From an optimization exercise on the open Yosys and OpenROAD flow, aimed at small area and a short achievable clock period; shortcuts taken in it are not production practice.
Function was checked by simulation only, so behaviour that the tests miss may differ from the original.
Power and IR drop assume default switching activity. No driver is modelled on the clock port, so clocking that relies on it looks cheaper here than on a real chip.

## run A
// ccpd_top
module ccpd_top (
    input  logic                                       ADC_ENC,
    input  logic                                       i_rst_n,
    input  logic                                       i_gate_start,
    input  sampler_pkg::cnt_t                          i_gate_delay,
    input  sampler_pkg::cnt_t                          i_gate_width,
    input  sampler_pkg::cnt_t                          i_inj_delay,
    input  sampler_pkg::cnt_t                          i_inj_width,
    input  sampler_pkg::cnt_t                          i_rec_len,
    input  sampler_pkg::trig_src_t                     i_trig_src,
    input  sampler_pkg::sample_t                       i_threshold,
    input  logic [sampler_pkg::N_CH-1:0][sampler_pkg::SAMPLE_W-1:0] i_adc_sample,
    input  logic [sampler_pkg::N_CH-1:0]               i_ch_en,
    input  logic                                       i_out_ready,
    output logic                                       o_ccpd_gate,
    output logic                                       o_ccpd_injection,
    output logic                                       o_out_valid,
    output sampler_pkg::out_word_t                     o_out_data,
    output logic [sampler_pkg::N_CH-1:0]               o_lost
);
    logic                   gate_pulse;
    logic                   gate_q;
    logic                   start_q;
    logic                   adc_trig;
  ...
For scale: roughly 2400 cells after synthesis, about 1100 flip-flops, roughly 160 I/O pins.
==> flow/config.mk <==
export PLATFORM = sky130hd
export DESIGN_NAME = ccpd_top
export DESIGN_NICKNAME = ccpd_top
export VERILOG_FILES = /design/flow/design.v
export SDC_FILE = /design/flow/constraint.sdc
export NUM_CORES = 4
export LEC_CHECK = 0
export CAP_MARGIN = 20
export CORE_MARGIN = 2
export CORE_UTILIZATION = 60
export SETUP_SLACK_MARGIN = 3.3
export SLEW_MARGIN = 20
==> flow/constraint.sdc <==
create_clock -name core_clock -period 6.0 [get_ports {ADC_ENC}]
set_input_delay 1.2000 -clock core_clock [delete_from_list [all_inputs] [get_ports {ADC_ENC}]]
set_output_delay 1.2000 -clock core_clock [all_outputs]
set_load 0.01 [all_outputs]
run.sh (not shown) runs the stock make flow with config.mk's settings and CLKGATE_MAP_FILE= SYNTH_SCRIPT=/design/flow/synth_recipe.tcl, a recipe that flattens the netlist after the stock synthesis.
For run B, these inputs were changed with respect to run A:
Settings: clearing SETUP_SLACK_MARGIN, which used to be 3.3; swapping 60 for 40 in CORE_UTILIZATION.
==> run summary <==
The final layout from run B, which completed every stage, passed the timing, design-rule and antenna checks at the end of the flow. Run A and run B ended up with nearly the same power. Run B vs. run A: layout-stage area growth over the synthesis result neither gained nor lost much; number of buffers other than clock buffers in the final layout lost 8; combinational power neither gained nor lost much; overall routing resource usage lost 9.5 points; well-tap cell count picked up an extra 425. Delta (run B minus run A): headroom to the max-slew limit shows a reduction of 9.3 points; maximum number of pins on one net before global-route repair went up by about 20%.
--- input diff run B..run C ---
Settings: a change of CORE_UTILIZATION from 40 to 60; an added SETUP_SLACK_MARGIN of 3.6.
==> flow/flow/run.sh (new file) <==
#!/bin/bash
# Standard ORFS layout, with plain buffers on the ports and resizing not
# limited to the same cell footprint.
set -euo pipefail
bash standard.sh MATCH_CELL_FOOTPRINT=0 \
    "BUFFER_PORTS_ARGS=-buffer_cell sky130_fd_sc_hd__buf_2" \
    finish > standard_flow.log 2>&1
==> flow/standard.sh (new file) <==
#!/bin/bash
# synth_recipe.tcl (not shown) runs the flow's synth.tcl, then flattens the netlist and writes it again
# the make line also repeats each setting of config.mk as NAME=value (left out here)
make -C /OpenROAD-flow-scripts/flow DESIGN_CONFIG=/design/flow/config.mk WORK_HOME=/design/flow/orfs CLKGATE_MAP_FILE= SYNTH_SCRIPT=/design/flow/synth_recipe.tcl "${@:-finish}"
removed: flow/run.sh
==> run summary <==
Final cell count is higher on run B
As far as final hold violation count goes, run B and run C are indistinguishable; the numbers are identical.
| fraction of synthesized cell area in xor and xnor cells | run B vs run C | ≈ equal |
Run C vs run B on area of the die: run C is the lower one.
Run C against run B: relative slew slack rose 12 points; clock network fraction of design power went down by 0.3 points; combinational power rose about 9%; initial antenna violation count fell by 5; routed wire length down 1.7 mm.
Run C vs. run B: share of the core filled with cells in the final layout went up by 23 points.
Compared with run B, non-clock inverter total of the final layout in run C increased by a few percent.

Setup of zinc:
Another version of the RTL of ccpd_top (not shown whole).
Size: ~160 I/O pins, ~41,000 um^2 of cells after synthesis.
clock: 6.0 ns
lec_check: 0
abc_clock_period_in_ps: 2400
cap_margin: 20
core_margin: 2
core_utilization: 70
setup_slack_margin: 3.7
slew_margin: 20
standard.sh (not shown) runs the stock make flow with config.mk's settings and CLKGATE_MAP_FILE= SYNTH_SCRIPT=/design/flow/synth_recipe.tcl, a recipe that flattens the netlist after the stock synthesis.
==> flow/flow/run.sh <==
#!/bin/bash
# Standard ORFS layout, with plain buffers on the ports, resizing not
# limited to the same cell footprint, and larger clock sink clusters
# without dummy loads.
set -euo pipefail
bash standard.sh MATCH_CELL_FOOTPRINT=0 \
    "BUFFER_PORTS_ARGS=-buffer_cell sky130_fd_sc_hd__buf_2" \
    "CTS_ARGS=-sink_clustering_enable -repair_clock_nets -dont_use_dummy_load -sink_clustering_size 25 -sink_clustering_max_diameter 120" \
    finish > standard_flow.log 2>&1
Changes in garnet relative to zinc:
- setting ABC_AREA to 1 for the first time
- removing ABC_CLOCK_PERIOD_IN_PS (formerly 2400)
==> flow/flow/run.sh <==
#!/bin/bash
# Standard ORFS layout, with plain buffers on the ports, resizing not
# limited to the same cell footprint, and larger clock sink clusters
# without dummy loads.
set -euo pipefail
bash standard.sh MATCH_CELL_FOOTPRINT=0 \
    "BUFFER_PORTS_ARGS=-buffer_cell sky130_fd_sc_hd__buf_2" \
    "CTS_ARGS=-sink_clustering_enable -repair_clock_nets -dont_use_dummy_load -sink_clustering_size 25 -sink_clustering_max_diameter 80" \
    finish > standard_flow.log 2>&1
Results
Beginning of the critical path = ch_gen[0].rx.occ[12]: zinc; beginning of the critical path = arbiter.data_q[0]: garnet
Min overall global routing resource usage across garnet and zinc: garnet
garnet gives less power than zinc did.
garnet has achievable clock frequency above what zinc had.
Of garnet and zinc, the lower post-route worst setup slack belongs to zinc.
garnet: final critical-path share of the clock period is 0.77 points lower than what zinc reported.
Looking at worst hold slack across garnet and zinc, the one that comes out lower is garnet.
Inputs modified between garnet and maple:
- SETUP_SLACK_MARGIN now 3.65, was 3.7
- ABC_AREA no longer set, was 1
- ABC_CLOCK_PERIOD_IN_PS now 2400, previously not set
==> run summary <==
Non-clock buffering overhead in the final layout essentially unchanged between maple and garnet. On standard cell area after detailed placement: between maple and garnet, it ends up lower for maple. garnet was routed with more vias than maple. sky130_fd_sc_hd__or4_4 as the cell type of the slowest stage on the worst timing path was reported by maple, and sky130_fd_sc_hd__dfxtp_4 by garnet. The non-clock buffer count of maple exceeds that of garnet by 4.9%. garnet was larger in final cell area than maple. Relative to garnet, maple degrades minimum clock period after layout. Cell count delta for maple relative to garnet: 1,119 lower. maple ended with more overall fraction of global-route tracks in use than garnet. Core utilization: maple higher than garnet.
Here is what was changed in the inputs of pepper compared with maple.
- changing SETUP_SLACK_MARGIN from 3.65 to 3.7
==> run summary <==
Cmp pepper vs maple: area of all placed cells without fillers higher in pepper. In the reports for pepper and maple, the smaller delay of the slowest cell on the worst path belongs to pepper. Re smallest setup slack after layout: pepper and maple aren't equal, and the higher value belongs to pepper. maple has lower global-route wire length before repair than pepper. On worst hold margin, pepper and maple are neck and neck. Relative to maple, the number of inserted filler cells in the final layout of pepper is lower by 91. Taking maple as the reference, in pepper critical path depth saw a decrease, total power divided by cell area saw a decrease, maximum frequency saw an increase.

## R
ccpd_top, a different RTL version from the one above (not shown whole).
Size: about 2500 cells after synthesis, roughly 160 I/O pins, roughly 0.041 mm² of cells after synthesis.
// ccpd_top
module ccpd_top (
    input  logic                                       ADC_ENC,
    input  logic                                       i_rst_n,
    input  logic                                       i_gate_start,
    input  sampler_pkg::cnt_t                          i_gate_delay,
    input  sampler_pkg::cnt_t                          i_gate_width,
    input  sampler_pkg::cnt_t                          i_inj_delay,
    input  sampler_pkg::cnt_t                          i_inj_width,
    input  sampler_pkg::cnt_t                          i_rec_len,
    input  sampler_pkg::trig_src_t                     i_trig_src,
    input  sampler_pkg::sample_t                       i_threshold,
    input  logic [sampler_pkg::N_CH-1:0][sampler_pkg::SAMPLE_W-1:0] i_adc_sample,
    input  logic [sampler_pkg::N_CH-1:0]               i_ch_en,
    input  logic                                       i_out_ready,
    output logic                                       o_ccpd_gate,
    output logic                                       o_ccpd_injection,
    output logic                                       o_out_valid,
    output sampler_pkg::out_word_t                     o_out_data,
    output logic [sampler_pkg::N_CH-1:0]               o_lost
);
Settings: LEC_CHECK=0, CAP_MARGIN=20, CORE_MARGIN=2, CORE_UTILIZATION=70, SETUP_SLACK_MARGIN=3.7, SLEW_MARGIN=20; clock period 6.0 ns.
==> flow/flow/run.sh <==
#!/bin/bash
# Standard ORFS layout, with plain buffers on the ports, resizing not
# limited to the same cell footprint, and larger clock sink clusters
# without dummy loads.
set -euo pipefail
bash standard.sh MATCH_CELL_FOOTPRINT=0 \
    "BUFFER_PORTS_ARGS=-buffer_cell sky130_fd_sc_hd__buf_2" \
    "CTS_ARGS=-sink_clustering_enable -repair_clock_nets -dont_use_dummy_load -sink_clustering_size 30 -sink_clustering_max_diameter 100" \
    finish > standard_flow.log 2>&1
Inputs modified between R and Q:
==> flow/flow/run.sh <==
#!/bin/bash
# Standard ORFS layout, with plain buffers on the ports, resizing not
# limited to the same cell footprint, and larger clock sink clusters
# without dummy loads.
set -euo pipefail
bash standard.sh MATCH_CELL_FOOTPRINT=0 \
    "BUFFER_PORTS_ARGS=-buffer_cell sky130_fd_sc_hd__buf_2" \
    "CTS_ARGS=-sink_clustering_enable -repair_clock_nets -dont_use_dummy_load -sink_clustering_size 20 -sink_clustering_max_diameter 80" \
    finish > standard_flow.log 2>&1
Findings:
- Area taken by flip-flops and latches: Q vs R, no meaningful difference
- Of the two values seen for startpoint of the worst setup timing path, ch_gen[3].rx.occ[4] was produced by Q and ch_gen[3].rx.occ[6] by R.
- Diff R..Q | post-detailed-route via-to-cell ratio | negligible
- The share of synthesized cell area in and, or, nand and nor gates on R is in line with that on Q.
- Portion of total power attributed to sequential cells on Q is down relative to R.
- Q vs. R: core utilization has increased; required time of the critical path has increased; switching power has increased; share of power burned in combinational logic has decreased; worst setup slack has increased.
- Worst hold slack for Q is higher than for R.
- Max mean routed wirelength per cell across Q and R: Q

ccpd_top with an RTL version that a note above also has.
Size in the first run: ~2300 cells after synthesis, roughly 1100 flip-flops.
export LEC_CHECK = 0
export ABC_CLOCK_PERIOD_IN_PS = 2400
export CAP_MARGIN = 20
export CORE_MARGIN = 2
export CORE_UTILIZATION = 65
export SETUP_SLACK_MARGIN = 3.7
export SLEW_MARGIN = 20
create_clock -name core_clock -period 6.0 [get_ports {ADC_ENC}]
==> flow/flow/run.sh <==
#!/bin/bash
# Standard ORFS layout, with plain buffers on the ports, resizing not
# limited to the same cell footprint, and larger clock sink clusters
# without dummy loads.
set -euo pipefail
bash standard.sh MATCH_CELL_FOOTPRINT=0 \
    "BUFFER_PORTS_ARGS=-buffer_cell sky130_fd_sc_hd__buf_2" \
    "CTS_ARGS=-sink_clustering_enable -repair_clock_nets -dont_use_dummy_load -sink_clustering_size 25 -sink_clustering_max_diameter 80" \
    finish > standard_flow.log 2>&1
Edit:
CORE_UTILIZATION = 70   (was 65)
PLACE_DENSITY = 0.8   (was default)
The changed run went through all stages and came out clean.
Power increases by 0.33%.
Setup slack gets better by 47 ps.
Final area shrinks by 1.1%.
Global-route usage grows by 2.0 points.
Core utilization rose by 4.6 points.
Count of clock-buffer cells in the layout is unchanged.
Synthesized area is unchanged.
Fmax rises by 2.0%.
Register-to-register slack gets better by 50 ps.

ccpd_top, a different RTL version from the one above (not shown whole).
Size: about 2300 cells after synthesis, about 1100 flip-flops.
==> flow/config.mk <==
export PLATFORM = sky130hd
export DESIGN_NAME = ccpd_top
export DESIGN_NICKNAME = ccpd_top
export VERILOG_FILES = /design/flow/design.v
export SDC_FILE = /design/flow/constraint.sdc
export NUM_CORES = 4
export LEC_CHECK = 0
export ABC_CLOCK_PERIOD_IN_PS = 2400
export CAP_MARGIN = 20
export CORE_MARGIN = 2
export CORE_UTILIZATION = 70
export SETUP_SLACK_MARGIN = 3.6
export SLEW_MARGIN = 20
==> flow/constraint.sdc <==
create_clock -name core_clock -period 6.0 [get_ports {ADC_ENC}]
set_input_delay 1.2000 -clock core_clock [delete_from_list [all_inputs] [get_ports {ADC_ENC}]]
set_output_delay 1.2000 -clock core_clock [all_outputs]
set_load 0.01 [all_outputs]
==> flow/flow/run.sh <==
#!/bin/bash
# Standard ORFS layout, with plain buffers on the ports, resizing not
# limited to the same cell footprint, and larger clock sink clusters
# without dummy loads.
set -euo pipefail
bash standard.sh MATCH_CELL_FOOTPRINT=0 \
    "BUFFER_PORTS_ARGS=-buffer_cell sky130_fd_sc_hd__buf_2" \
    "CTS_ARGS=-sink_clustering_enable -repair_clock_nets -dont_use_dummy_load -sink_clustering_size 20 -sink_clustering_max_diameter 80" \
    finish > standard_flow.log 2>&1
Edit:
--- a/flow/flow/run.sh
+++ b/flow/flow/run.sh
@@ -7,3 +7,3 @@
     "BUFFER_PORTS_ARGS=-buffer_cell sky130_fd_sc_hd__buf_2" \
-    "CTS_ARGS=-sink_clustering_enable -repair_clock_nets -dont_use_dummy_load -sink_clustering_size 20 -sink_clustering_max_diameter 80" \
+    "CTS_ARGS=-sink_clustering_enable -repair_clock_nets -dont_use_dummy_load -sink_clustering_size 25 -sink_clustering_max_diameter 80" \
     finish > standard_flow.log 2>&1
--- a/flow/config.mk
+++ b/flow/config.mk
@@ -11,3 +11,3 @@
 export CORE_UTILIZATION = 70
-export SETUP_SLACK_MARGIN = 3.6
+export SETUP_SLACK_MARGIN = 3.7
 export SLEW_MARGIN = 20
What happened:
- clock power shrinks by 9.3%
- area after synthesis is unchanged
- clock skew grows by 4.9 ps
- first-iteration DRC count grows by 5.4%
- non-clock buffer count grows by 32
- maximum frequency grows by 2.1%
- register-to-register slack gains 60 ps
- setup slack gains 50 ps
- final area grows by 2.0%
- global-route usage grows by 0.18 points
- core utilization grows by 1.5 points
Edit:
--- a/flow/flow/run.sh
+++ b/flow/flow/run.sh
@@ -7,3 +7,3 @@
     "BUFFER_PORTS_ARGS=-buffer_cell sky130_fd_sc_hd__buf_2" \
-    "CTS_ARGS=-sink_clustering_enable -repair_clock_nets -dont_use_dummy_load -sink_clustering_size 25 -sink_clustering_max_diameter 80" \
+    "CTS_ARGS=-sink_clustering_enable -repair_clock_nets -dont_use_dummy_load -sink_clustering_size 20 -sink_clustering_max_diameter 80" \
     finish > standard_flow.log 2>&1
--- a/flow/config.mk
+++ b/flow/config.mk
@@ -7,3 +7,2 @@
 export LEC_CHECK = 0
-export ABC_CLOCK_PERIOD_IN_PS = 2400
 export CAP_MARGIN = 20
After rerunning: Sequential share of layout area decreases by 0.63 points. Design area goes up by 0.87%. Die area is unchanged. Global-route usage stays flat. Area after synthesis is unchanged. Cell count stays flat. Non-clock buffer count shrinks by 6. Worst hold slack improved by 8.0 ps. Total power goes up by 2.9%.

==> afterwards: timing with drivers on the ports <==
The flow's constraints put no driver on any port. The routed layouts listed below were extracted and timed again, unchanged, in two steps. Step 1, drivers: a clkbuf_16 drives ADC_ENC and a buf_2 each remaining input, both assumed. Step 2 also shifts input and output timing later by t, the mid clock arrival at the registers, as if the neighbouring blocks saw the same clock. Slacks: no drivers / after step 1 / after step 2; pairs: no drivers / after step 1.
run | t (ns) | setup WS [ns] | worst setup path after step 2 | slew at the worst register clock pin (ns)
run A | 0.713 | 3.319 / 3.255 / 2.699 | input to register | 0.07 / 0.07
run B | 0.752 | 2.353 / 2.393 / 1.641 | input to register | 0.07 / 0.07
run C | 0.721 | 3.458 / 3.392 / 2.967 | input to register | 0.07 / 0.07
zinc | 0.665 | 3.606 / 3.568 / 3.189 | input to register | 0.10 / 0.10
garnet | 0.690 | 3.652 / 3.583 / 3.117 | input to register | 0.10 / 0.10
maple | 0.679 | 3.628 / 3.591 / 3.210 | input to register | 0.10 / 0.10
pepper | 0.676 | 3.649 / 3.587 / 3.151 | input to register | 0.10 / 0.10
R | 0.685 | 3.342 / 3.342 / 3.085 | input to register | 0.12 / 0.12
Q | 0.726 | 3.412 / 3.412 / 3.069 | input to register | 0.10 / 0.10
the first run of note 4 | 0.688 | 3.611 / 3.609 / 3.175 | input to register | 0.10 / 0.10
the second run of note 4 | 0.666 | 3.658 / 3.595 / 3.221 | input to register | 0.10 / 0.10
the first run of note 5 | 0.712 | 3.589 / 3.539 / 3.006 | input to register | 0.09 / 0.09
the second run of note 5 | 0.686 | 3.639 / 3.571 / 3.175 | input to register | 0.10 / 0.10
the third run of note 5 | 0.710 | 3.641 / 3.573 / 3.133 | input to register | 0.09 / 0.09
After both steps every run listed still meets setup and hold. The setup slack of run B, which loses most, moves by +0.040 ns with the drivers and by -0.712 ns with both steps.
